This design comes from an exercise in tuning for small area on the open sky130 flow, not from production work.
The RTL was checked by simulation tests, not by an equivalence proof against the original design.
Power is estimated from default activity; no workload was simulated.

[design/flow/run.sh]
#!/bin/bash
# synth_recipe.tcl (not shown) runs the flow's synth.tcl, then flattens the netlist and writes it again
# the make line also repeats each setting of config.mk as NAME=value (left out here)
make -C /OpenROAD-flow-scripts/flow DESIGN_CONFIG=/design/flow/config.mk WORK_HOME=/design/flow/orfs CLKGATE_MAP_FILE= SYNTH_SCRIPT=/design/flow/synth_recipe.tcl finish
[design/flow/design.v]
package id_pkg;
  localparam logic [5:0] OP_NOP  = 6'd0;
  localparam logic [5:0] OP_ADD  = 6'd1;
  localparam logic [5:0] OP_SUB  = 6'd3;
  localparam logic [5:0] OP_AND  = 6'd5;
  localparam logic [5:0] OP_OR   = 6'd6;
  localparam logic [5:0] OP_NOR  = 6'd7;
  localparam logic [5:0] OP_XOR  = 6'd8;
  localparam logic [5:0] OP_SLA  = 6'd9;
  localparam logic [5:0] OP_SLL  = 6'd10;
  localparam logic [5:0] OP_SRA  = 6'd11;
  localparam logic [5:0] OP_SRL  = 6'd12;
  localparam logic [5:0] OP_ADDI = 6'd32;
  localparam logic [5:0] OP_SUBI = 6'd33;
  localparam logic [5:0] OP_LD   = 6'd36;
  localparam logic [5:0] OP_ST   = 6'd37;
  localparam logic [5:0] OP_BEZ  = 6'd40;
  localparam logic [5:0] OP_BNE  = 6'd41;
  localparam logic [5:0] OP_JMP  = 6'd42;
  localparam logic [3:0] CMD_ADD = 4'b0000;
  localparam logic [3:0] CMD_SUB = 4'b0010;
  localparam logic [3:0] CMD_AND = 4'b0100;
  localparam logic [3:0] CMD_OR  = 4'b0101;
  localparam logic [3:0] CMD_NOR = 4'b0110;
  localparam logic [3:0] CMD_XOR = 4'b0111;
  localparam logic [3:0] CMD_SHL = 4'b1000;
  localparam logic [3:0] CMD_SRA = 4'b1001;
  localparam logic [3:0] CMD_SRL = 4'b1010;
  localparam logic [1:0] BR_NONE = 2'b00;
  localparam logic [1:0] BR_BEZ  = 2'b01;
  localparam logic [1:0] BR_BNE  = 2'b10;
  localparam logic [1:0] BR_JMP  = 2'b11;
  typedef struct packed {
    logic       wb_en;
    logic       mem_read;
    logic       mem_write;
    logic [1:0] br;
    logic [3:0] cmd;
    logic       is_imm;
    logic       src2_used;
  } ctrl_t;
  function automatic ctrl_t decode(input logic [5:0] op);
    ctrl_t c;
    c = '0;
    case (op)
      OP_ADD:  begin c.wb_en = 1'b1; c.cmd = CMD_ADD; c.src2_used = 1'b1; end
      OP_SUB:  begin c.wb_en = 1'b1; c.cmd = CMD_SUB; c.src2_used = 1'b1; end
      OP_AND:  begin c.wb_en = 1'b1; c.cmd = CMD_AND; c.src2_used = 1'b1; end
      OP_OR:   begin c.wb_en = 1'b1; c.cmd = CMD_OR;  c.src2_used = 1'b1; end
      OP_NOR:  begin c.wb_en = 1'b1; c.cmd = CMD_NOR; c.src2_used = 1'b1; end
      OP_XOR:  begin c.wb_en = 1'b1; c.cmd = CMD_XOR; c.src2_used = 1'b1; end
      OP_SLA,
      OP_SLL:  begin c.wb_en = 1'b1; c.cmd = CMD_SHL; c.src2_used = 1'b1; end
      OP_SRA:  begin c.wb_en = 1'b1; c.cmd = CMD_SRA; c.src2_used = 1'b1; end
      OP_SRL:  begin c.wb_en = 1'b1; c.cmd = CMD_SRL; c.src2_used = 1'b1; end
      OP_ADDI: begin c.wb_en = 1'b1; c.cmd = CMD_ADD; c.is_imm = 1'b1; end
      OP_SUBI: begin c.wb_en = 1'b1; c.cmd = CMD_SUB; c.is_imm = 1'b1; end
      OP_LD:   begin c.wb_en = 1'b1; c.mem_read = 1'b1; c.cmd = CMD_ADD; c.is_imm = 1'b1; end
      OP_ST:   begin c.mem_write = 1'b1; c.cmd = CMD_ADD; c.is_imm = 1'b1; c.src2_used = 1'b1; end
      OP_BEZ:  begin c.br = BR_BEZ; c.is_imm = 1'b1; end
      OP_BNE:  begin c.br = BR_BNE; c.is_imm = 1'b1; c.src2_used = 1'b1; end
      OP_JMP:  begin c.br = BR_JMP; c.is_imm = 1'b1; end
      default: c = '0;
    endcase
    decode = c;
  endfunction
endpackage
module id_regfile
#(
  parameter int XLEN = 32,
  parameter int NREG = 32,
  localparam int AW = $clog2(NREG)
) (
  input  logic                   clk,
  input  logic                   rst,
  input  logic                   wen,
  input  logic [AW-1:0]          waddr,
  input  logic [XLEN-1:0]        wdata,
  output logic [NREG*XLEN-1:0]   mem_q      
);
  logic [NREG-1:1] wdec_s;
  assign mem_q[XLEN-1:0] = {XLEN{1'b0}};
  for (genvar i = 1; i < NREG; i++) begin : g_reg
    assign wdec_s[i] = wen && (waddr == AW'(i));
    id_ldreg #(.W(XLEN)) u_word (
      .clk  (clk),
      .load (!rst && wdec_s[i]),
      .keep (!rst && !wdec_s[i]),
      .d    (wdata),
      .q    (mem_q[i*XLEN +: XLEN])
    );
  end
endmodule
module id_ldreg
#(
  parameter int W = 32
) (
  input  logic         clk,
  input  logic         load,
  input  logic         keep,
  input  logic [W-1:0] d,
  output logic [W-1:0] q
);
  always_ff @(posedge clk) begin
    q <= ({W{load}} & d) | ({W{keep}} & q);
  end
endmodule
module id_rf_rdsel
#(
  parameter int NREG = 32,
  localparam int AW = $clog2(NREG)
) (
  input  logic            en,
  input  logic [AW-1:0]   raddr,
  input  logic            wen,
  input  logic [AW-1:0]   waddr,
  output logic [NREG-1:0] sel
);
  logic byp_s;
  assign byp_s = wen && (waddr != {AW{1'b0}}) && (waddr == raddr);
  assign sel[0] = en && byp_s;
  for (genvar i = 1; i < NREG; i++) begin : g_sel
    assign sel[i] = en && !byp_s && (raddr == AW'(i));
  end
endmodule
module id_aoreg
#(
  parameter int N = 33,
  parameter int W = 32,
  localparam int G = (N + 2) / 3
) (
  input  logic           clk,
  input  logic [N-1:0]   sel,
  input  logic [N*W-1:0] data,
  output logic [W-1:0]   q
);
  logic [3*G-1:0]   sel_s;
  logic [3*G*W-1:0] data_s;
  logic [G-1:0]     grp_n [W];
  logic [W-1:0]     d_s;
  assign sel_s  = (3*G)'(sel);
  assign data_s = (3*G*W)'(data);
  for (genvar b = 0; b < W; b++) begin : g_bit
    for (genvar g = 0; g < G; g++) begin : g_grp
      id_aoi222 u_aoi (
        .a1 (sel_s[3*g]),     .a2 (data_s[(3*g)*W + b]),
        .b1 (sel_s[3*g + 1]), .b2 (data_s[(3*g + 1)*W + b]),
        .c1 (sel_s[3*g + 2]), .c2 (data_s[(3*g + 2)*W + b]),
        .y  (grp_n[b][g])
      );
    end
    assign d_s[b] = !(&grp_n[b]);
  end
  always_ff @(posedge clk) begin
    q <= d_s;
  end
endmodule
module id_aoi222 (
  input  logic a1, a2, b1, b2, c1, c2,
  output logic y
);
  assign y = !((a1 && a2) || (b1 && b2) || (c1 && c2));
endmodule
module id_stage_pipe
#(
  parameter int XLEN = 32,
  parameter int NREG = 32
) (
  input  logic            clk,
  input  logic            rst,
  input  logic            if_valid,
  input  logic [31:0]     pc_in,
  input  logic [31:0]     inst,
  input  logic            wb_en,
  input  logic [4:0]      wb_addr,
  input  logic [XLEN-1:0] wb_value,
  input  logic            hold,
  input  logic            flush,
  output logic            stall,
  output logic            ex_valid,
  output logic [31:0]     ex_pc,
  output logic            ex_wb_en,
  output logic            ex_mem_read,
  output logic            ex_mem_write,
  output logic [1:0]      ex_br,
  output logic [3:0]      ex_cmd,
  output logic [XLEN-1:0] ex_val1,
  output logic [XLEN-1:0] ex_val2,
  output logic [XLEN-1:0] ex_st_val,
  output logic [4:0]      ex_dest,
  output logic [4:0]      ex_src1,
  output logic [4:0]      ex_src2,
  output logic            ex_src2_used
);
  localparam int AW = $clog2(NREG);
  typedef struct packed {
    logic            valid;
    logic [31:0]     pc;
    logic [5:0]      op;
    logic [10:0]     imm_lo;
    logic [4:0]      rd;
    logic [4:0]      src1;
    logic [4:0]      src2;
  } id_ex_t;
  localparam int EXW = 1 + 32 + 6 + 11 + 5 + 5 + 5;
  id_pkg::ctrl_t        ctrl_s, ex_ctrl_s;
  logic [4:0]           rs_s, rt_s, rd_s;
  logic                 load_use_s, load_s, keep_s;
  id_ex_t               ex_next_s, ex_r;
  logic [XLEN-1:0]      ex_val1_r, ex_st_val_r;
  logic [NREG*XLEN-1:0] mem_s;
  logic [NREG-1:0]      sel1_s, sel2_s;
  logic [15:0]          ex_imm_s;
  assign ctrl_s = id_pkg::decode(inst[31:26]);
  assign rs_s   = 5'(inst[21 +: AW]);
  assign rt_s   = 5'(inst[16 +: AW]);
  assign rd_s   = 5'(inst[11 +: AW]);
  id_regfile #(.XLEN(XLEN), .NREG(NREG)) u_regfile (
    .clk   (clk),
    .rst   (rst),
    .wen   (wb_en),
    .waddr (wb_addr[AW-1:0]),
    .wdata (wb_value),
    .mem_q (mem_s)
  );
  assign load_use_s = if_valid && (ex_r.op == id_pkg::OP_LD) && (ex_r.src2 != 5'd0) &&
                      ((ex_r.src2 == rs_s) || (ctrl_s.src2_used && (ex_r.src2 == rt_s)));
  assign stall      = hold || load_use_s;
  assign load_s = !rst && !hold && !flush && !load_use_s && if_valid;
  assign keep_s = !rst && hold;
  id_rf_rdsel #(.NREG(NREG)) u_sel1 (
    .en (load_s), .raddr (rs_s[AW-1:0]), .wen (wb_en), .waddr (wb_addr[AW-1:0]), .sel (sel1_s)
  );
  id_rf_rdsel #(.NREG(NREG)) u_sel2 (
    .en (load_s), .raddr (rt_s[AW-1:0]), .wen (wb_en), .waddr (wb_addr[AW-1:0]), .sel (sel2_s)
  );
  id_aoreg #(.N(NREG + 1), .W(XLEN)) u_val1 (
    .clk  (clk),
    .sel  ({keep_s, sel1_s}),
    .data ({ex_val1_r, mem_s[NREG*XLEN-1:XLEN], wb_value}),
    .q    (ex_val1_r)
  );
  id_aoreg #(.N(NREG + 1), .W(XLEN)) u_st_val (
    .clk  (clk),
    .sel  ({keep_s, sel2_s}),
    .data ({ex_st_val_r, mem_s[NREG*XLEN-1:XLEN], wb_value}),
    .q    (ex_st_val_r)
  );
  assign ex_next_s.valid  = 1'b1;
  assign ex_next_s.pc     = pc_in;
  assign ex_next_s.op     = inst[31:26];
  assign ex_next_s.imm_lo = inst[10:0];
  assign ex_next_s.rd     = rd_s;
  assign ex_next_s.src1   = rs_s;
  assign ex_next_s.src2   = rt_s;
  id_ldreg #(.W(EXW)) u_ex (
    .clk  (clk),
    .load (load_s),
    .keep (keep_s),
    .d    (ex_next_s),
    .q    (ex_r)
  );
  logic [5:0] o;
  logic op_alu, op_imm;
  assign o       = ex_r.op;
  assign op_alu  = (o == id_pkg::OP_ADD) || (o == id_pkg::OP_SUB) || (o == id_pkg::OP_AND) ||
                   (o == id_pkg::OP_OR)  || (o == id_pkg::OP_NOR) || (o == id_pkg::OP_XOR) ||
                   (o == id_pkg::OP_SLA) || (o == id_pkg::OP_SLL) || (o == id_pkg::OP_SRA) ||
                   (o == id_pkg::OP_SRL);
  assign op_imm  = (o == id_pkg::OP_ADDI) || (o == id_pkg::OP_SUBI) || (o == id_pkg::OP_LD) ||
                   (o == id_pkg::OP_ST)   || (o == id_pkg::OP_BEZ)  || (o == id_pkg::OP_BNE) ||
                   (o == id_pkg::OP_JMP);
  assign ex_ctrl_s.wb_en     = op_alu || (o == id_pkg::OP_ADDI) || (o == id_pkg::OP_SUBI) ||
                               (o == id_pkg::OP_LD);
  assign ex_ctrl_s.mem_read  = (o == id_pkg::OP_LD);
  assign ex_ctrl_s.mem_write = (o == id_pkg::OP_ST);
  assign ex_ctrl_s.br        = (o == id_pkg::OP_BEZ) ? id_pkg::BR_BEZ :
                               (o == id_pkg::OP_BNE) ? id_pkg::BR_BNE :
                               (o == id_pkg::OP_JMP) ? id_pkg::BR_JMP : id_pkg::BR_NONE;
  assign ex_ctrl_s.cmd       = (o == id_pkg::OP_SUB || o == id_pkg::OP_SUBI) ? id_pkg::CMD_SUB :
                               (o == id_pkg::OP_AND) ? id_pkg::CMD_AND :
                               (o == id_pkg::OP_OR)  ? id_pkg::CMD_OR  :
                               (o == id_pkg::OP_NOR) ? id_pkg::CMD_NOR :
                               (o == id_pkg::OP_XOR) ? id_pkg::CMD_XOR :
                               (o == id_pkg::OP_SLA || o == id_pkg::OP_SLL) ? id_pkg::CMD_SHL :
                               (o == id_pkg::OP_SRA) ? id_pkg::CMD_SRA :
                               (o == id_pkg::OP_SRL) ? id_pkg::CMD_SRL : id_pkg::CMD_ADD;
  assign ex_ctrl_s.is_imm    = op_imm;
  assign ex_ctrl_s.src2_used = op_alu || (o == id_pkg::OP_ST) || (o == id_pkg::OP_BNE);
  assign ex_imm_s = {ex_r.rd, ex_r.imm_lo};
  assign ex_valid     = ex_r.valid;
  assign ex_pc        = ex_r.pc;
  assign ex_wb_en     = ex_ctrl_s.wb_en;
  assign ex_mem_read  = ex_ctrl_s.mem_read;
  assign ex_mem_write = ex_ctrl_s.mem_write;
  assign ex_br        = ex_ctrl_s.br;
  assign ex_cmd       = ex_ctrl_s.cmd;
  assign ex_val1      = ex_val1_r;
  assign ex_val2      = ex_ctrl_s.is_imm ? {{(XLEN-16){ex_imm_s[15]}}, ex_imm_s} : ex_st_val_r;
  assign ex_st_val    = ex_st_val_r;
  assign ex_dest      = ex_ctrl_s.is_imm ? ex_r.src2 : ex_r.rd;
  assign ex_src1      = ex_r.src1;
  assign ex_src2      = ex_r.src2;
  assign ex_src2_used = ex_ctrl_s.src2_used;
endmodule
[design/flow/constraint.sdc]
create_clock -name core_clock -period 5.0 [get_ports {clk}]
set_input_delay 1.0000 -clock core_clock [delete_from_list [all_inputs] [get_ports {clk}]]
set_output_delay 1.0000 -clock core_clock [all_outputs]
set_load 0.01 [all_outputs]
[design/flow/config.mk]
export PLATFORM = sky130hd
export DESIGN_NAME = id_stage_pipe
export DESIGN_NICKNAME = id_stage_pipe
export VERILOG_FILES = /design/flow/design.v
export SDC_FILE = /design/flow/constraint.sdc
export NUM_CORES = 4
export LEC_CHECK = 0
export CAP_MARGIN = 20
export CORE_MARGIN = 2
export CORE_UTILIZATION = 40
export SLEW_MARGIN = 20
export SYNTH_HIERARCHICAL = 1
==> results of run 1 <==
-- critical path, stage by stage --
cell	delay [ns]
sky130_fd_sc_hd__clkdlybuf4s50_1	0.45
sky130_fd_sc_hd__xor2_1	0.16
sky130_fd_sc_hd__nor4_1	0.34
sky130_fd_sc_hd__nand3_1	0.12
sky130_fd_sc_hd__o32ai_1	0.41
sky130_fd_sc_hd__nor4_2	0.12
sky130_fd_sc_hd__nor2b_1	0.19
sky130_fd_sc_hd__nand3_1	0.10
sky130_fd_sc_hd__buf_4	0.22
sky130_fd_sc_hd__a211oi_4	0.06
sky130_fd_sc_hd__buf_12	0.21
sky130_fd_sc_hd__a222oi_1	0.62
sky130_fd_sc_hd__nand4_1	0.58
sky130_fd_sc_hd__or3_1	0.52
-- how the worst min path moves through the flow --
stage                           from         end  slack (ns)  cells past startpoint
final                     u_ex.q[63]  u_ex.q[63]        0.47                      1
after global routing      u_ex.q[15]  u_ex.q[15]        0.48                      1
after CTS                  u_ex.q[8]   u_ex.q[8]        0.47                      1
after detailed placement  u_ex.q[46]  u_ex.q[46]        0.45                      1
after global placement    u_ex.q[51]  u_ex.q[51]        0.45                      1
after floorplan           u_ex.q[28]  u_ex.q[28]        0.43                      1
-- through the flow --
| stage | cell area, um2 | util, % | power [mW] | setup WS (ns) |
|---|---|---|---|---|
| 2_1_floorplan | 45630 | - | 9.667 | 0.1628 |
| 3_3_place_gp | 51300 | 45.60 | 10.22 | 0.1425 |
| 3_5_place_dp | 51300 | 45.60 | 10.22 | 0.05203 |
| 4_1_cts | 55370 | 49.21 | 19.34 | 0.4464 |
| 5_1_grt | 55370 | 49.21 | 19.78 | 0.3598 |
| 6_report | 55370 | 49.22 | 19.36 | 0.4421 |
-- cells in the final DEF (no fill, tap or decap), types with 4 or more instances in the layout --
cell type,n
sky130_fd_sc_hd__a211oi_4,56
sky130_fd_sc_hd__a21oi_1,5
sky130_fd_sc_hd__a21oi_4,27
sky130_fd_sc_hd__a222oi_1,704
sky130_fd_sc_hd__a22o_1,995
sky130_fd_sc_hd__a22o_2,62
sky130_fd_sc_hd__a311oi_4,6
sky130_fd_sc_hd__a31oi_4,4
sky130_fd_sc_hd__and4bb_1,4
sky130_fd_sc_hd__buf_12,67
sky130_fd_sc_hd__buf_4,178
sky130_fd_sc_hd__bufinv_16,15
sky130_fd_sc_hd__clkbuf_1,15
sky130_fd_sc_hd__clkbuf_16,114
sky130_fd_sc_hd__clkbuf_8,34
sky130_fd_sc_hd__clkdlybuf4s50_1,260
sky130_fd_sc_hd__clkinv_2,21
sky130_fd_sc_hd__dfxtp_1,1121
sky130_fd_sc_hd__nand2_1,104
sky130_fd_sc_hd__nand2b_1,11
sky130_fd_sc_hd__nand3_1,70
sky130_fd_sc_hd__nand3b_1,4
sky130_fd_sc_hd__nand4_1,131
sky130_fd_sc_hd__nand4b_1,5
sky130_fd_sc_hd__nor2_1,13
sky130_fd_sc_hd__nor2b_1,10
sky130_fd_sc_hd__nor3_1,5
sky130_fd_sc_hd__nor3_2,20
sky130_fd_sc_hd__nor3_4,7
sky130_fd_sc_hd__nor4_2,7
sky130_fd_sc_hd__or2_2,4
sky130_fd_sc_hd__or3_1,66
sky130_fd_sc_hd__xnor2_1,9
sky130_fd_sc_hd__xor2_1,7
sky130_fd_sc_hd__xor2_2,4
-- routing by layer --
| layer | vias to the layer above | share of wire (%) | track usage, % |
|---|---|---|---|
| li1 | 17597 | - | - |
| met1 | 21317 | 38 | 44.14 |
| met2 | 3831 | 42 | 48.88 |
| met3 | 670 | 16 | 13.25 |
| met4 | 6 | 4.1 | 13.54 |
| met5 | - | 0.017 | 0 |
-- final cells by class --
cell class                 instances  area [um2]
tap                             1500        1877
clock inverter                    45       691.9
sequential                      1121       22440
clock buffer                     163        3377
fill                            9868       57130
timing repair buffer             505        5280
antenna                            1       2.502
inverter                           4       15.01
multi-input combinational       2391       21680
-- sequential cells by signal, summed over array words and instances, names as in the netlist --
| signal | count |
|---|---|
| u_ex.q | 65 |
| u_regfile.g.u_word.q | 992 |
| u_st_val.q | 32 |
| u_val1.q | 32 |
-- power by group --
group | internal (mW) | total (mW) | switching [mW]
Clock | 5.46 | 9.29 | 3.83
Sequential | 9.00 | 9.06 | 0.0628
Combinational | 0.270 | 1.00 | 0.732
==> out/qor.csv, run 1 <==
metric,value,unit
run_status,no timing/DRC/antenna violations,
timing.final.max_slew_violations,0,
critPathRequiredTime,5.60,ns
cts-root-buf,sky130_fd_sc_hd__clkbuf_16,
fp.dieArea,116000,um2
initial_antenna_violation_count,19,
grt_start_max_net_pins,66,
timing.rr.start,u_ex.q[31],
finalSetupViolations,0,
setup.worst_path.start,inst[17],
dp_hpwl,122600,um
setup_total_negative_slack,0,ns
std_cell_rows,123,
static-leakage-power,19.81,nW
worst_hold_slack,0.4695,ns
yosysWarningCount,11,
critical_path.reg2reg.endpoint,u_st_val.q[28],
drive_above_1_share,15.44,%
rsz0062_at_grt,false,
tritoncts,done,
worstHoldPathType,reg2reg,
ff2ff_setup_slack,0.58,ns
maxSlewHeadroom,23.32,%
number_of_nets_with_antenna_violations_after_detailed_routing,0,
boundaryPins,262,
clock_path_buffers,3,
cells_after_dpl,5521,
ctsHtreeMaxLevel,3,
gr-usage-all-layers,33.54,%
finalCriticalPeriod,4.558,ns
num-nets-final,4242,
core_region_area,112500,um2
worst-r2r-cell-count,13,
cts.hold.buffers_added,0,
finalHoldViolations,0,
detail_route.first_pass.iterations,17,
global_route_wire_length_before_repair,292100,um
worst_clock_skew,0.03990,ns
syn_nets,3874,
cts.reportedPaths.clkPinSlew,0.07,ns
floorplan_die_width,340.6,um
timing.critical_path.fanout_max,32,
cts_resized,0,
layout_worst_path_cycle_share,91.16,%
max_cap_check_violation_count,0,
synth_area,45310,um2
number_of_drc_violations_after_detailed_routing,0,
end_kind,register,
worstSetupEndpoint,u_st_val.q[28],
timing_worst_setup_path_type,in2reg,
routedWlPerCell,35.88,um
syn_to_final_growth,22.19,%
number_of_standard_cells_after_synthesis,3767,
detailed_route_vias_per_instance,7.578,
ir_drop,0.2729,mV
clkSinkCount,1121,
worst_slew_pin_slew,1.148,ns
dieHeight,340.6,um
cts_buffers,112,
post_cts_buffers,0,
gp_routability_congestion,0.9223,
grt_remaining_overflow,0,
cellPowerDensity,349.7,nW/um2
critPathLaunchType,primary input,
vias_in_the_first_global_route,40505,
drtIter0Drc,9636,
finalNonFillerCells,5730,
worst-endpoint-arrival,5.16,ns
maxClockFrequency,219.4,MHz
routed_wirelength,205600,um
vias,43421,
postSynthAreaPerCell,12.03,um2
clk_latency_worst_skew_pair,0.72,ns
count_of_buffers_inserted_at_the_top_level_ports,261,
initial_core_util,40.28,%
==> run 2: changes to the inputs <==
--- a/design/flow/design.v
+++ b/design/flow/design.v
@@ -77,7 +77,9 @@
   input  logic [AW-1:0]          waddr,
   input  logic [XLEN-1:0]        wdata,
-  output logic [NREG*XLEN-1:0]   mem_q      
+  output logic [NREG*XLEN-1:0]   mem_q,     
+  output logic [NREG-1:1]        wdec       
 );
   logic [NREG-1:1] wdec_s;
+  assign wdec = wdec_s;
   assign mem_q[XLEN-1:0] = {XLEN{1'b0}};
   for (genvar i = 1; i < NREG; i++) begin : g_reg
@@ -115,22 +117,25 @@
   input  logic            wen,
   input  logic [AW-1:0]   waddr,
+  input  logic [NREG-1:1] wdec,
   output logic [NREG-1:0] sel
 );
-  logic byp_s;
-  assign byp_s = wen && (waddr != {AW{1'b0}}) && (waddr == raddr);
-  assign sel[0] = en && byp_s;
+  logic [NREG-1:1] rdec_s;
   for (genvar i = 1; i < NREG; i++) begin : g_sel
-    assign sel[i] = en && !byp_s && (raddr == AW'(i));
+    assign rdec_s[i] = (raddr == AW'(i));
+    assign sel[i] = en && rdec_s[i] && !wdec[i];
   end
+  assign sel[0] = en && wen && (waddr != {AW{1'b0}}) && (waddr == raddr);
 endmodule
 module id_aoreg
 #(
-  parameter int N = 33,
+  parameter int N = 32,
   parameter int W = 32,
-  localparam int G = (N + 2) / 3
+  localparam int G = (N + 3) / 3
 ) (
   input  logic           clk,
   input  logic [N-1:0]   sel,
   input  logic [N*W-1:0] data,
+  input  logic           keep,
+  input  logic           kill,
   output logic [W-1:0]   q
 );
@@ -139,6 +144,6 @@
   logic [G-1:0]     grp_n [W];
   logic [W-1:0]     d_s;
-  assign sel_s  = (3*G)'(sel);
-  assign data_s = (3*G*W)'(data);
+  assign sel_s  = (3*G)'({keep, sel});
+  assign data_s = (3*G*W)'({q, data});
   for (genvar b = 0; b < W; b++) begin : g_bit
     for (genvar g = 0; g < G; g++) begin : g_grp
@@ -150,5 +155,5 @@
       );
     end
-    assign d_s[b] = !(&grp_n[b]);
+    assign d_s[b] = !(&grp_n[b]) && !kill;
   end
   always_ff @(posedge clk) begin
@@ -206,9 +211,10 @@
   id_pkg::ctrl_t        ctrl_s, ex_ctrl_s;
   logic [4:0]           rs_s, rt_s, rd_s;
-  logic                 load_use_s, load_s, keep_s;
+  logic                 load_use_s, load_s, keep_s, kill_s;
   id_ex_t               ex_next_s, ex_r;
   logic [XLEN-1:0]      ex_val1_r, ex_st_val_r;
   logic [NREG*XLEN-1:0] mem_s;
   logic [NREG-1:0]      sel1_s, sel2_s;
+  logic [NREG-1:1]      wdec_s;
   logic [15:0]          ex_imm_s;
   assign ctrl_s = id_pkg::decode(inst[31:26]);
@@ -222,5 +228,6 @@
     .waddr (wb_addr[AW-1:0]),
     .wdata (wb_value),
-    .mem_q (mem_s)
+    .mem_q (mem_s),
+    .wdec  (wdec_s)
   );
   assign load_use_s = if_valid && (ex_r.op == id_pkg::OP_LD) && (ex_r.src2 != 5'd0) &&
@@ -229,20 +236,27 @@
   assign load_s = !rst && !hold && !flush && !load_use_s && if_valid;
   assign keep_s = !rst && hold;
+  assign kill_s = !hold && (rst || flush || load_use_s || !if_valid);
   id_rf_rdsel #(.NREG(NREG)) u_sel1 (
-    .en (load_s), .raddr (rs_s[AW-1:0]), .wen (wb_en), .waddr (wb_addr[AW-1:0]), .sel (sel1_s)
+    .en (!hold), .raddr (rs_s[AW-1:0]), .wen (wb_en), .waddr (wb_addr[AW-1:0]), .wdec (wdec_s),
+    .sel (sel1_s)
   );
   id_rf_rdsel #(.NREG(NREG)) u_sel2 (
-    .en (load_s), .raddr (rt_s[AW-1:0]), .wen (wb_en), .waddr (wb_addr[AW-1:0]), .sel (sel2_s)
+    .en (!hold), .raddr (rt_s[AW-1:0]), .wen (wb_en), .waddr (wb_addr[AW-1:0]), .wdec (wdec_s),
+    .sel (sel2_s)
   );
-  id_aoreg #(.N(NREG + 1), .W(XLEN)) u_val1 (
+  id_aoreg #(.N(NREG), .W(XLEN)) u_val1 (
     .clk  (clk),
-    .sel  ({keep_s, sel1_s}),
-    .data ({ex_val1_r, mem_s[NREG*XLEN-1:XLEN], wb_value}),
+    .sel  (sel1_s),
+    .data ({mem_s[NREG*XLEN-1:XLEN], wb_value}),
+    .keep (keep_s),
+    .kill (kill_s),
     .q    (ex_val1_r)
   );
-  id_aoreg #(.N(NREG + 1), .W(XLEN)) u_st_val (
+  id_aoreg #(.N(NREG), .W(XLEN)) u_st_val (
     .clk  (clk),
-    .sel  ({keep_s, sel2_s}),
-    .data ({ex_st_val_r, mem_s[NREG*XLEN-1:XLEN], wb_value}),
+    .sel  (sel2_s),
+    .data ({mem_s[NREG*XLEN-1:XLEN], wb_value}),
+    .keep (keep_s),
+    .kill (kill_s),
     .q    (ex_st_val_r)
   );
==> design/flow/flow/run.sh (new file) <==
#!/bin/bash
# The standard layout (the standard.sh, unchanged synthesis and steps), with the port
# buffers made from the smallest buffer cell instead of the resizer's default choice.
set -euo pipefail
export BUFFER_PORTS_ARGS="-buffer_cell sky130_fd_sc_hd__buf_1"
bash standard.sh > standard.log 2>&1
==> design/flow/standard.sh (new file) <==
#!/bin/bash
# synth_recipe.tcl (not shown) runs the flow's synth.tcl, then flattens the netlist and writes it again
# the make line also repeats each setting of config.mk as NAME=value (left out here)
make -C /OpenROAD-flow-scripts/flow DESIGN_CONFIG=/design/flow/config.mk WORK_HOME=/design/flow/orfs CLKGATE_MAP_FILE= SYNTH_SCRIPT=/design/flow/synth_recipe.tcl "${@:-finish}"
--- a/design/flow/config.mk
+++ b/design/flow/config.mk
@@ -9,4 +9,6 @@
 export CORE_MARGIN = 2
 export CORE_UTILIZATION = 40
+export CTS_CLUSTER_DIAMETER = 50
+export CTS_CLUSTER_SIZE = 30
 export SLEW_MARGIN = 20
 export SYNTH_HIERARCHICAL = 1
removed: design/flow/run.sh
==> run 2 against run 1 <==
Net effect: utilization is 2.7 points lower; synthesized cell count up 0.61%; highest routed layer unchanged; still clean; clock-buffer cell count fell by 34; largest power group unchanged; non-clock buffer count fell by 22; synthesized area is 0.38% lower; hold slack lost 0.0030 ns; wire length increased by 14%; via count up 4.8%.
==> out/qor.csv, run 2 <==
metric,value,unit
register_area,22440,um2
max_cap_check_violation_count,0,
power_report.internal_total,14.08,mW
finalHoldViolations,0,
yosysWarningCount,11,
count_of_buffers_inserted_at_the_top_level_ports,261,
regMostFlops,u_regfile.g.u_word.q,
timing_worst_setup_path_type,reg2out,
std_cell_rows,123,
dp_hpwl,138600,um
layout_worst_path_cycle_share,89.09,%
postSynthAreaPerCell,11.91,um2
met3_usage,15.85,%
cellPowerDensity,368.4,nW/um2
number_of_nets_with_antenna_violations_after_detailed_routing,0,
highest_count_cells_in_the_layout_ignoring_fill_and_taps,"sky130_fd_sc_hd__dfxtp_1 (1,121), sky130_fd_sc_hd__a22o_1 (995), sky130_fd_sc_hd__a222oi_1 (704)",
critPathLaunchType,register,
post_cts_buffers,0,
cts.hold.buffers_added,0,
timing.critical_path.fanout_max,21,
fp.dieArea,115600,um2
multi_input_gate_area_in_the_final_layout,21070,um2
finalSetupViolations,0,
dieHeight,339.9,um
vias,45504,
flip_flop_count_of_the_largest_register_all_copies_and_words_added,992,
routedWlPerCell,40.67,um
core_region_area,112200,um2
boundaryPins,262,
end_kind,primary output,
syn_to_final_growth,15.57,%
globalRouteMet2Util,52.29,%
gp_routability_congestion,1.011,
detail_route.first_pass.iterations,17,
ctsHtreeMaxLevel,3,
worst-endpoint-arrival,3.45,ns
syn_nets,3897,
grt.met1_usage,48.23,%
grt_remaining_overflow,0,
number_of_drc_violations_after_detailed_routing,0,
gr-usage-all-layers,38.11,%
cts_resized,0,
worstHoldPathType,reg2reg,
vias_in_the_first_global_route,41321,
fillers,10234,
timing.final.max_slew_violations,0,
top_regs,"u_regfile.g.u_word.q: 992 flops, u_ex.q: 65 flops",
tritoncts,done,
ff2ff_setup_slack,2.28,ns
floorplan_die_width,339.9,um
initial_antenna_violation_count,18,
p_sw,5.136,mW
clk_latency_worst_skew_pair,0.76,ns
finalNonFillerCells,5747,
seq_power_share,47.2,%
static-leakage-power,18.62,nW
clkSinkCount,1121,
cells_after_dpl,5523,
drive_above_1_share,15.63,%
setup_total_negative_slack,0,ns
num-nets-final,4245,
finalCriticalPeriod,4.454,ns
net_switching_fraction_of_the_power,26.72,%
worst_clock_skew,0.05783,ns
number_of_standard_cells_after_synthesis,3790,
cts_buffers,113,
maxSlewHeadroom,17.41,%
rsz0062_at_grt,false,
initial_core_util,40.24,%
detailed_route_vias_per_instance,7.918,
mostFrequentLayoutCell,sky130_fd_sc_hd__dfxtp_1,
pwr-share-clk,47.4,%
drtIter0Drc,11670,
routed_wirelength,233700,um
synth_area,45140,um2
run_status,no timing/DRC/antenna violations,
grt_start_max_net_pins,66,
finalPower,19.22,mW
worst_slew_pin_slew,1.236,ns
clock_path_buffers,3,
cts.reportedPaths.clkPinSlew,0.06,ns
critPathRequiredTime,4.00,ns
most_used_layer_global_route,met2,
cts-root-buf,sky130_fd_sc_hd__clkbuf_16,
power_share_of_the_combinational_group,5.4,%
maxClockFrequency,224.5,MHz
ir_drop,0.3216,mV
global_route_wire_length_before_repair,320600,um
run 2: routing by layer:
metal	vias up	routed length, um
met5	-	410
met4	30	18790
met3	1115	39300
met2	4591	91790
met1	22078	83450
li1	17690	-
run 2: layout make-up:
cell class / count / share of cell area (%)
Tap cell: 1500 / 3.597
Inverter: 6 / 0.04796
Sequential cell: 1121 / 43.01
Clock inverter: 84 / 1.892
Antenna cell: 11 / 0.05276
Clock buffer: 129 / 5.748
Multi-Input combinational cell: 2413 / 40.38
Timing Repair Buffer: 483 / 5.266
run 2: worst max-delay path, cell delays in order, from the launching register on:
cell and delay (ns):
sky130_fd_sc_hd__dfxtp_1 0.62, sky130_fd_sc_hd__nand2b_1 0.20, sky130_fd_sc_hd__a221oi_2 0.25, sky130_fd_sc_hd__buf_4 0.29, sky130_fd_sc_hd__nand2_1 0.64, sky130_fd_sc_hd__buf_4 0.47
sky130_fd_sc_hd__nand2_1 0.08, sky130_fd_sc_hd__buf_1 0.15
run 2: power groups by stage:
stage	Sequential, mW	Combinational, mW	Clock, mW
after detailed placement	9.27	0.969	0
after CTS	9.07	0.970	9.08
after floorplan	9.25	0.426	0
final	9.07	1.04	9.11
after global placement	9.27	0.964	0
after global routing	9.08	1.02	9.44
run 2: final timing paths:
kind	from	end	cells after the start
worst max register to register	u_ex.q[31]	u_val1.q[7]	7
worst min-delay path	u_ex.q[55]	u_ex.q[55]	1
worst min register to register	u_ex.q[55]	u_ex.q[55]	1
worst max-delay path	u_ex.q[29]	ex_val2[30]	7
run 2: stage by stage:
step	utilization, %	setup slack [ns]	hold WS, ns	area [um2]
floorplan	-	1.079	0.4337	45140
global placement	42.92	0.7498	0.4513	48150
detailed placement	42.93	0.7449	0.4505	48160
CTS	46.48	0.6311	0.4710	52150
global route	46.48	0.4224	0.4837	52150
finish	46.50	0.5456	0.4665	52170
==> run 3: changes to the inputs <==
--- a/design/flow/config.mk
+++ b/design/flow/config.mk
@@ -9,6 +9,7 @@
 export CORE_MARGIN = 2
 export CORE_UTILIZATION = 40
-export CTS_CLUSTER_DIAMETER = 50
-export CTS_CLUSTER_SIZE = 30
+export CTS_BUF_LIST = sky130_fd_sc_hd__clkbuf_16
+export CTS_CLUSTER_DIAMETER = 100
+export CTS_CLUSTER_SIZE = 22
 export SLEW_MARGIN = 20
 export SYNTH_HIERARCHICAL = 1
==> run 3 against run 2 <==
Net effect: still clean on timing, DRC and antenna; final cell count is 2.5% lower; setup slack worse by 0.063 ns; sequential power hardly changed; critical path type unchanged; largest power group is now registers.
==> out/qor.csv, run 3 <==
metric,value,unit
run_status,no timing/DRC/antenna violations,
number_of_drc_violations_after_detailed_routing,0,
routedWlPerCell,41.36,um
postSynthAreaPerCell,11.91,um2
dieHeight,339.9,um
initial_core_util,40.24,%
gp_routability_congestion,1.011,
critical_path.reg2reg.endpoint,u_val1.q[7],
global_route_wire_length_before_repair,318100,um
top_regs,"u_regfile.g.u_word.q: 992 flops, u_ex.q: 65 flops",
initial_antenna_violation_count,15,
timing.hold.worst_path_depth,1,
yosysWarningCount,11,
worstHoldPathType,reg2reg,
worst-r2r-cell-count,7,
finalSetupViolations,0,
vias_in_the_first_global_route,40618,
clkSinkCount,1121,
detail_route.first_pass.iterations,14,
ctsHtreeMaxLevel,2,
p_sw,4.129,mW
critical-path-slowest-cell,sky130_fd_sc_hd__nand2_1,
mostFrequentLayoutCell,sky130_fd_sc_hd__dfxtp_1,
timing_worst_setup_path_type,reg2out,
power_share_of_the_combinational_group,6.7,%
routed_wirelength,231700,um
critPathLaunchType,register,
rsz0062_at_grt,false,
tritoncts,done,
maxSlewHeadroom,20.54,%
gr-usage-all-layers,37.78,%
syn_nets,3897,
setup_total_negative_slack,0,ns
critPathRequiredTime,4.00,ns
post_cts_buffers,0,
finalNonFillerCells,5601,
worst_clock_skew,0.06404,ns
ir_drop,0.2964,mV
cts_resized,0,
finalPower,15.58,mW
regMostFlops,u_regfile.g.u_word.q,
number_of_nets_with_antenna_violations_after_detailed_routing,0,
max_cap_check_violation_count,0,
timing.critical_path.fanout_max,21,
synth_area,45140,um2
drtIter0Drc,11486,
cellPowerDensity,312.4,nW/um2
cts.reportedPaths.clkPinSlew,0.09,ns
dp_hpwl,138600,um
fp.dieArea,115600,um2
worst-endpoint-arrival,3.52,ns
layout_worst_path_cycle_share,90.35,%
cpLargestDelayFamily,simple AND/OR/NAND/NOR gates,
ff2ff_setup_slack,2.22,ns
number_of_standard_cells_after_synthesis,3790,
worst_slew_pin_slew,1.192,ns
vias,44863,
grt_remaining_overflow,0,
cells_after_dpl,5523,
flip_flop_count_of_the_largest_register_all_copies_and_words_added,992,
num-nets-final,4192,
cts.hold.buffers_added,0,
clk_latency_worst_skew_pair,0.75,ns
net_switching_fraction_of_the_power,26.51,%
worst_hold_slack,0.4708,ns
static-leakage-power,17.55,nW
finalHoldViolations,0,
drive_above_1_share,12.82,%
timing.rr.start,u_ex.q[31],
seq_power_share,58.2,%
power_report.internal_total,11.45,mW
worstSetupPathDepth,7,
floorplan_die_width,339.9,um
syn_to_final_growth,10.46,%
std_cell_rows,123,
cts-root-buf,sky130_fd_sc_hd__clkbuf_16,
core_region_area,112200,um2
finalCriticalPeriod,4.517,ns
highest_count_cells_in_the_layout_ignoring_fill_and_taps,"sky130_fd_sc_hd__dfxtp_1 (1,121), sky130_fd_sc_hd__a22o_1 (995), sky130_fd_sc_hd__a222oi_1 (704)",
hold_path_startpoint,u_ex.q[47],
grt_start_max_net_pins,66,
count_of_buffers_inserted_at_the_top_level_ports,261,
maxClockFrequency,221.4,MHz
min_to,u_ex.q[47],
cts_buffers,60,
clock_path_buffers,3,
timing.critical_path.buf_inv,3,
boundaryPins,262,
pwr-share-clk,35.1,%
detailed_route_vias_per_instance,8.010,
crit_chain,"nand2b_1, a221oi_2, buf_4, nand2_1, buf_4, nand2_1, buf_1",
critical_path.max_stage_delay,0.68,ns
timing.final.max_slew_violations,0,
end_kind,primary output,
run 3: cell type report:
class                   instances  area (um2)
fillers                     10421       62330
well taps                    1500        1877
clock inverters                13       190.2
flip-flops and latches       1121       22440
clock buffers                  60        1501
repair buffers                483        2748
inverters                       6       25.02
multi-input cells            2413       21070
diodes                          5       12.51
run 3: how the worst max path moves through the flow:
| stage | startpoint | end |
|---|---|---|
| floorplan | wb_addr[0] | u_st_val.q[0] |
| global placement | wb_addr[2] | u_val1.q[31] |
| detailed placement | wb_addr[3] | u_st_val.q[9] |
| CTS | u_ex.q[29] | ex_val2[23] |
| global route | u_ex.q[29] | ex_val2[25] |
| finish | u_ex.q[29] | ex_val2[30] |
run 3: per-layer routing:
| metal | GRT usage [%] | vias to the layer above | routed length (um) |
|---|---|---|---|
| met2 | 52.34 | 4529 | 91090 |
| met1 | 48.66 | 21809 | 83130 |
| li1 | - | 17468 | - |
| met3 | 15.21 | 1037 | 39120 |
| met5 | 0 | - | 126 |
| met4 | 23.41 | 20 | 18190 |
run 3: stage by stage:
step | util, % | cell area [um2] | setup WS, ns
global route | 44.43 | 49850 | 0.4270
detailed placement | 42.93 | 48160 | 0.7449
finish | 44.45 | 49860 | 0.4827
CTS | 44.43 | 49850 | 0.6051
global placement | 42.92 | 48150 | 0.7498
floorplan | - | 45140 | 1.079
run 3: power by group through the flow:
stage,registers (mW),clock network [mW],logic (mW)
final,9.07,5.47,1.04
after floorplan,9.25,0,0.426
after global placement,9.27,0,0.964
after global routing,9.08,5.75,1.02
after CTS,9.07,5.45,0.969
after detailed placement,9.27,0,0.969
==> run 4: changes to the inputs <==
--- a/design/flow/config.mk
+++ b/design/flow/config.mk
@@ -12,4 +12,5 @@
 export CTS_CLUSTER_DIAMETER = 100
 export CTS_CLUSTER_SIZE = 22
+export PLACE_DENSITY = 0.75
 export SLEW_MARGIN = 20
 export SYNTH_HIERARCHICAL = 1
==> run 4 against run 3 <==
Net effect: still clean on timing, DRC and antenna; critical path depth shrank 1; setup slack improved by 0.48 ns; hold slack better by 0.0056 ns; clock-buffer cell count shrank 1; utilization increased by 0.055 points; synthesized area is the same; critical path type unchanged.
==> out/qor.csv, run 4 <==
metric,value,unit
multi_input_gate_area_in_the_final_layout,21060,um2
crit_top_cell,sky130_fd_sc_hd__nand2_1,
ctsHtreeMaxLevel,2,
finalHoldViolations,0,
boundaryPins,262,
worstHoldPathType,reg2reg,
postSynthAreaPerCell,11.91,um2
core_region_area,112200,um2
cells_after_dpl,5532,
clock_path_buffers,3,
static-leakage-power,17.54,nW
cts.reportedPaths.clkPinSlew,0.09,ns
number_of_nets_with_antenna_violations_after_detailed_routing,0,
seq_power_share,58.9,%
register_area,22440,um2
floorplan_die_width,339.9,um
crit_chain,"nand2b_1, a221o_2, buf_4, nand2_1, nand2_1, buf_1",
flip_flop_count_of_the_largest_register_all_copies_and_words_added,992,
global_route_wire_length_before_repair,308600,um
gp_routability_congestion,1.052,
std_cell_rows,123,
yosysWarningCount,11,
detail_route.first_pass.iterations,15,
number_of_drc_violations_after_detailed_routing,0,
maxSlewHeadroom,13.95,%
timing.critical_path.fanout_max,16,
p_sw,4.040,mW
power_report.internal_total,11.36,mW
end_kind,primary output,
critPathRequiredTime,4.00,ns
count_of_buffers_inserted_at_the_top_level_ports,261,
num-nets-final,4203,
tritoncts,done,
initial_antenna_violation_count,14,
number_of_standard_cells_after_synthesis,3790,
critical-path-slowest-cell,sky130_fd_sc_hd__dfxtp_1,
finalCriticalPeriod,4.039,ns
max_cap_check_violation_count,0,
worst-endpoint-arrival,3.04,ns
dieHeight,339.9,um
timing.hold.worst_path_depth,1,
rsz0062_at_grt,false,
timing.rr.start,u_ex.q[0],
clkSinkCount,1121,
ir_drop,0.3053,mV
highest_count_cells_in_the_layout_ignoring_fill_and_taps,"sky130_fd_sc_hd__dfxtp_1 (1,121), sky130_fd_sc_hd__a22o_1 (995), sky130_fd_sc_hd__a222oi_1 (704)",
detailed_route_vias_per_instance,8.213,
ff2ff_setup_slack,1.36,ns
syn_to_final_growth,10.59,%
routed_wirelength,220800,um
finalSetupViolations,0,
cts_buffers,59,
min_to,u_ex.q[60],
timing_worst_setup_path_type,reg2out,
cts-root-buf,sky130_fd_sc_hd__clkbuf_16,
syn_nets,3897,
top_regs,"u_regfile.g.u_word.q: 992 flops, u_ex.q: 65 flops",
fillers,10311,
worst_clock_skew,0.06744,ns
regMostFlops,u_regfile.g.u_word.q,
vias,46109,
vias_in_the_first_global_route,42121,
initial_core_util,40.24,%
stdcell_area,49930,um2
final_critical_path_setup_slack,0.9612,ns
critical_path.reg2reg.endpoint,u_val1.q[9],
postPlaceCellArea,48170,um2
finish.utilization,44.50,%
post_cts_buffers,0,
critPathLaunchType,register,
dp_hpwl,134300,um
finalNonFillerCells,5614,
critical_path.max_stage_delay,0.64,ns
grt_start_max_net_pins,59,
cellPowerDensity,308.4,nW/um2
drtIter0Drc,13675,
cts.hold.buffers_added,0,
grt_remaining_overflow,0,
maxClockFrequency,247.6,MHz
finalPower,15.40,mW
gr-usage-all-layers,35.90,%
cts_resized,0,
mostFrequentLayoutCell,sky130_fd_sc_hd__dfxtp_1,
net_switching_fraction_of_the_power,26.23,%
fp.dieArea,115600,um2
clk_latency_worst_skew_pair,0.74,ns
hold_path_startpoint,u_ex.q[60],
worst_hold_slack,0.4764,ns
routedWlPerCell,39.33,um
worst_slew_pin_slew,1.291,ns
run_status,no timing/DRC/antenna violations,
drive_above_1_share,12.82,%
timing.final.max_slew_violations,0,
worst-r2r-cell-count,6,
power_share_of_the_combinational_group,6.7,%
setup_total_negative_slack,0,ns
layout_worst_path_cycle_share,80.78,%
post-place-ws,0.7852,ns
pwr-share-clk,34.4,%
synth_area,45140,um2
==> run 4: area by class of cell <==
| class | count | share of cell area (%) |
|---|---|---|
| Clock buffer | 59 | 2.957 |
| Multi-Input combinational cell | 2413 | 42.19 |
| Tap cell | 1500 | 3.759 |
| Inverter | 6 | 0.04762 |
| Sequential cell | 1121 | 44.95 |
| Antenna cell | 11 | 0.05514 |
| Timing Repair Buffer | 495 | 5.737 |
| Clock inverter | 9 | 0.3032 |
==> run 4: how the worst max path moves through the flow <==
| stage | from | endpoint | slack [ns] | depth (start not counted) |
|---|---|---|---|---|
| finish | u_ex.q[26] | ex_val2[23] | 0.96 | 6 |
| detailed placement | wb_en | u_st_val.q[16] | 0.79 | 8 |
| CTS | u_ex.q[26] | ex_val2[26] | 1.03 | 6 |
| global route | u_ex.q[26] | ex_val2[23] | 0.87 | 6 |
| global placement | wb_addr[1] | u_val1.q[6] | 0.86 | 9 |
| floorplan | wb_addr[0] | u_st_val.q[0] | 1.08 | 8 |
==> run 4: worst max-delay path: cells and delay by family (launching register included) <==
| kind | cells | cell delay, ns |
|---|---|---|
| AND/OR/NAND/NOR | 3 | 0.50 |
| flip-flops | 1 | 0.64 |
| buffers and inverters | 2 | 0.62 |
| AO/OA/AOI/OAI | 1 | 0.52 |
==> run 4: power by group through the flow <==
stage / clock network [mW] / registers (mW) / logic (mW)
3_3_place_gp: 0 / 9.27 / 0.929
3_5_place_dp: 0 / 9.27 / 0.939
5_1_grt: 5.54 / 9.08 / 1.02
6_report: 5.29 / 9.07 / 1.04
2_1_floorplan: 0 / 9.25 / 0.426
4_1_cts: 5.24 / 9.06 / 0.941
==> run 4: routing by layer <==
metal | global-route usage, % | up-vias | part of all wire [%]
met5 | 0 | - | 0.034
met1 | 43.47 | 21909 | 33
li1 | - | 17471 | -
met2 | 49.61 | 5248 | 39
met3 | 19.07 | 1469 | 20
met4 | 22.19 | 12 | 8.6
==> run 5: changes to the inputs <==
==> design/flow/config.mk (replaced) <==
export PLATFORM = sky130hd
export DESIGN_NAME = id_stage_pipe
export DESIGN_NICKNAME = id_stage_pipe
export VERILOG_FILES = /design/flow/design.v
export SDC_FILE = /design/flow/constraint.sdc
export NUM_CORES = 4
export LEC_CHECK = 0
export CAP_MARGIN = 0
export CORE_MARGIN = 2
export CORE_UTILIZATION = 40
export CTS_BUF_LIST = sky130_fd_sc_hd__clkbuf_16
export CTS_CLUSTER_DIAMETER = 100
export CTS_CLUSTER_SIZE = 26
export SLEW_MARGIN = 0
export SYNTH_HIERARCHICAL = 1
==> run 5 against run 4 <==
Net effect: largest cell class unchanged; final area decreased by 0.50%; first-iteration DRC count decreased by 19%; setup slack got worse by 0.38 ns; sequential share of layout area increased by 0.22 points; highest routed layer unchanged; maximum frequency decreased by 8.7%; critical endpoint is now ex_val2[27].
==> out/qor.csv, run 5 <==
metric,value,unit
finalPower,15.28,mW
global_route_wire_length_before_repair,318100,um
number_of_drc_violations_after_detailed_routing,0,
setup_total_negative_slack,0,ns
cts.reportedPaths.clkPinSlew,0.10,ns
critPathRequiredTime,4.00,ns
number_of_nets_with_antenna_violations_after_detailed_routing,0,
gp_routability_congestion,1.011,
timing_worst_setup_path_type,reg2out,
boundaryPins,262,
fp.dieArea,115600,um2
cells_after_dpl,5523,
run_status,no timing/DRC/antenna violations,
finalHoldViolations,0,
worstHoldPathType,reg2reg,
drive_above_1_share,12.67,%
max_cap_check_violation_count,0,
detail_route.first_pass.iterations,12,
clkSinkCount,1121,
synth_area,45140,um2
tritoncts,done,
vias,44996,
gr-usage-all-layers,37.82,%
ir_drop,0.2828,mV
syn_to_final_growth,10.04,%
cts_buffers,52,
worst_slew_pin_slew,1.337,ns
cts.hold.buffers_added,0,
grt_start_max_net_pins,66,
cellPowerDensity,307.5,nW/um2
timing.hold.worst_path_depth,1,
timing.final.max_slew_violations,0,
drtIter0Drc,11077,
syn_nets,3897,
clock_path_buffers,3,
critical-path-slowest-cell,sky130_fd_sc_hd__nand2_1,
grt_remaining_overflow,0,
worst_clock_skew,0.04556,ns
initial_core_util,40.24,%
regMostFlops,u_regfile.g.u_word.q,
mostFrequentLayoutCell,sky130_fd_sc_hd__dfxtp_1,
finalSetupViolations,0,
worst-endpoint-arrival,3.42,ns
timing.critical_path.fanout_max,21,
critical_path.max_stage_delay,0.66,ns
post_cts_buffers,0,
flip_flop_count_of_the_largest_register_all_copies_and_words_added,992,
ctsHtreeMaxLevel,2,
critPathLaunchType,register,
routed_wirelength,232000,um
rsz0062_at_grt,false,
layout_worst_path_cycle_share,88.47,%
std_cell_rows,123,
finalNonFillerCells,5595,
top_regs,"u_regfile.g.u_word.q: 992 flops, u_ex.q: 65 flops",
floorplan_die_width,339.9,um
vias_in_the_first_global_route,40613,
cts-root-buf,sky130_fd_sc_hd__clkbuf_16,
maxSlewHeadroom,10.88,%
number_of_standard_cells_after_synthesis,3790,
yosysWarningCount,11,
highest_count_cells_in_the_layout_ignoring_fill_and_taps,"sky130_fd_sc_hd__dfxtp_1 (1,121), sky130_fd_sc_hd__a22o_1 (995), sky130_fd_sc_hd__a222oi_1 (704)",
cts_resized,0,
maxClockFrequency,226.1,MHz
clk_latency_worst_skew_pair,0.73,ns
dp_hpwl,138700,um
finalCriticalPeriod,4.423,ns
initial_antenna_violation_count,18,
static-leakage-power,17.44,nW
postSynthAreaPerCell,11.91,um2
core_region_area,112200,um2
worst-r2r-cell-count,6,
detailed_route_vias_per_instance,8.042,
end_kind,primary output,
finish.utilization,44.28,%
count_of_buffers_inserted_at_the_top_level_ports,261,
crit_chain,"nand2b_1, a221oi_2, buf_4, nand2_1, buf_4, nand2_1, buf_1",
num-nets-final,4184,
routedWlPerCell,41.47,um
dieHeight,339.9,um
==> run 5: cell type report <==
cell class	instances	area, um2
fill	10430	62510
sequential	1121	22440
multi-input combinational	2413	21070
timing repair buffer	483	2748
tap	1500	1877
clock buffer	53	1326
clock inverter	11	173.9
inverter	6	22.52
antenna	8	20.02
==> run 5: worst paths after layout <==
kind | startpoint | end | slack [ns]
setup / recovery | u_ex.q[29] | ex_val2[27] | 0.58
hold / removal | u_ex.q[55] | u_ex.q[55] | 0.47
setup reg to reg | u_ex.q[2] | u_val1.q[7] | 1.94
hold reg to reg | u_ex.q[55] | u_ex.q[55] | 0.47
==> run 5: metrics by stage <==
stage	setup slack [ns]	cell area (um2)	hold slack (ns)
global route	0.4696	49670	0.4860
CTS	0.6168	49650	0.4777
floorplan	1.079	45140	0.4337
finish	0.5766	49680	0.4748
detailed placement	0.6108	48150	0.4521
global placement	0.7498	48150	0.4513
==> run 5: per-layer routing <==
metal / share of wire (%) / global-route usage (%) / vias to the layer above / wire length [um]
li1: - / - / 17409 / -
met3: 17 / 16.12 / 1015 / 39330
met2: 39 / 51.90 / 4560 / 91010
met5: 0.066 / 0 / - / 153
met1: 36 / 48.07 / 21994 / 82980
met4: 8.0 / 24.71 / 18 / 18560
==> run 5: where the power goes <==
part           switching [mW]  total (mW)  internal (mW)  leakage [nW]
logic                   0.845        1.04          0.196          7.68
registers              0.0747        9.07           9.00          9.04
clock network            3.15        5.16           2.02         0.731
total                    4.07        15.3           11.2          17.4
==> run 5: critical path: cells and delay by family (launching register included) <==
kind,cells,cell delay (ns)
AND/OR/NAND/NOR,3,0.94
buffers and inverters,3,0.91
flip-flops,1,0.61
AO/OA/AOI/OAI,1,0.25

## afterwards: timing with drivers on the ports
The results above use ideal ports. As a check the final layouts listed here were re-extracted and re-timed, cells and wires unchanged. Step 1: set_driving_cell puts a clkbuf_16 on clk and a buf_2 on each other input, an assumption about the parent block. Step 2, shift: input delay + t, output delay - t, t = (earliest + latest rising clock arrival at the registers) / 2. This alone moves slack from input paths to output paths. Three values: ideal, step 1, step 2; two values: the first two.
run	shift t [ns]	setup WS [ns]	worst slew at a driven data input, ns	cell pins on the clock port's net
run 1	0.772	0.442 / 0.400 / -0.289	0.13	1
run 2	0.813	0.546 / 0.464 / 0.485	0.12	1
run 3	0.805	0.483 / 0.402 / 0.502	0.11	1
run 4	0.790	0.961 / 0.877 / 0.263	0.18	1
run 5	0.780	0.577 / 0.500 / 0.533	0.12	1
Met with ideal ports but missed after step 2: setup timing in run 1. For run 1, which loses most, drivers alone change the setup slack by -0.042 ns; drivers and shift together by -0.731 ns.
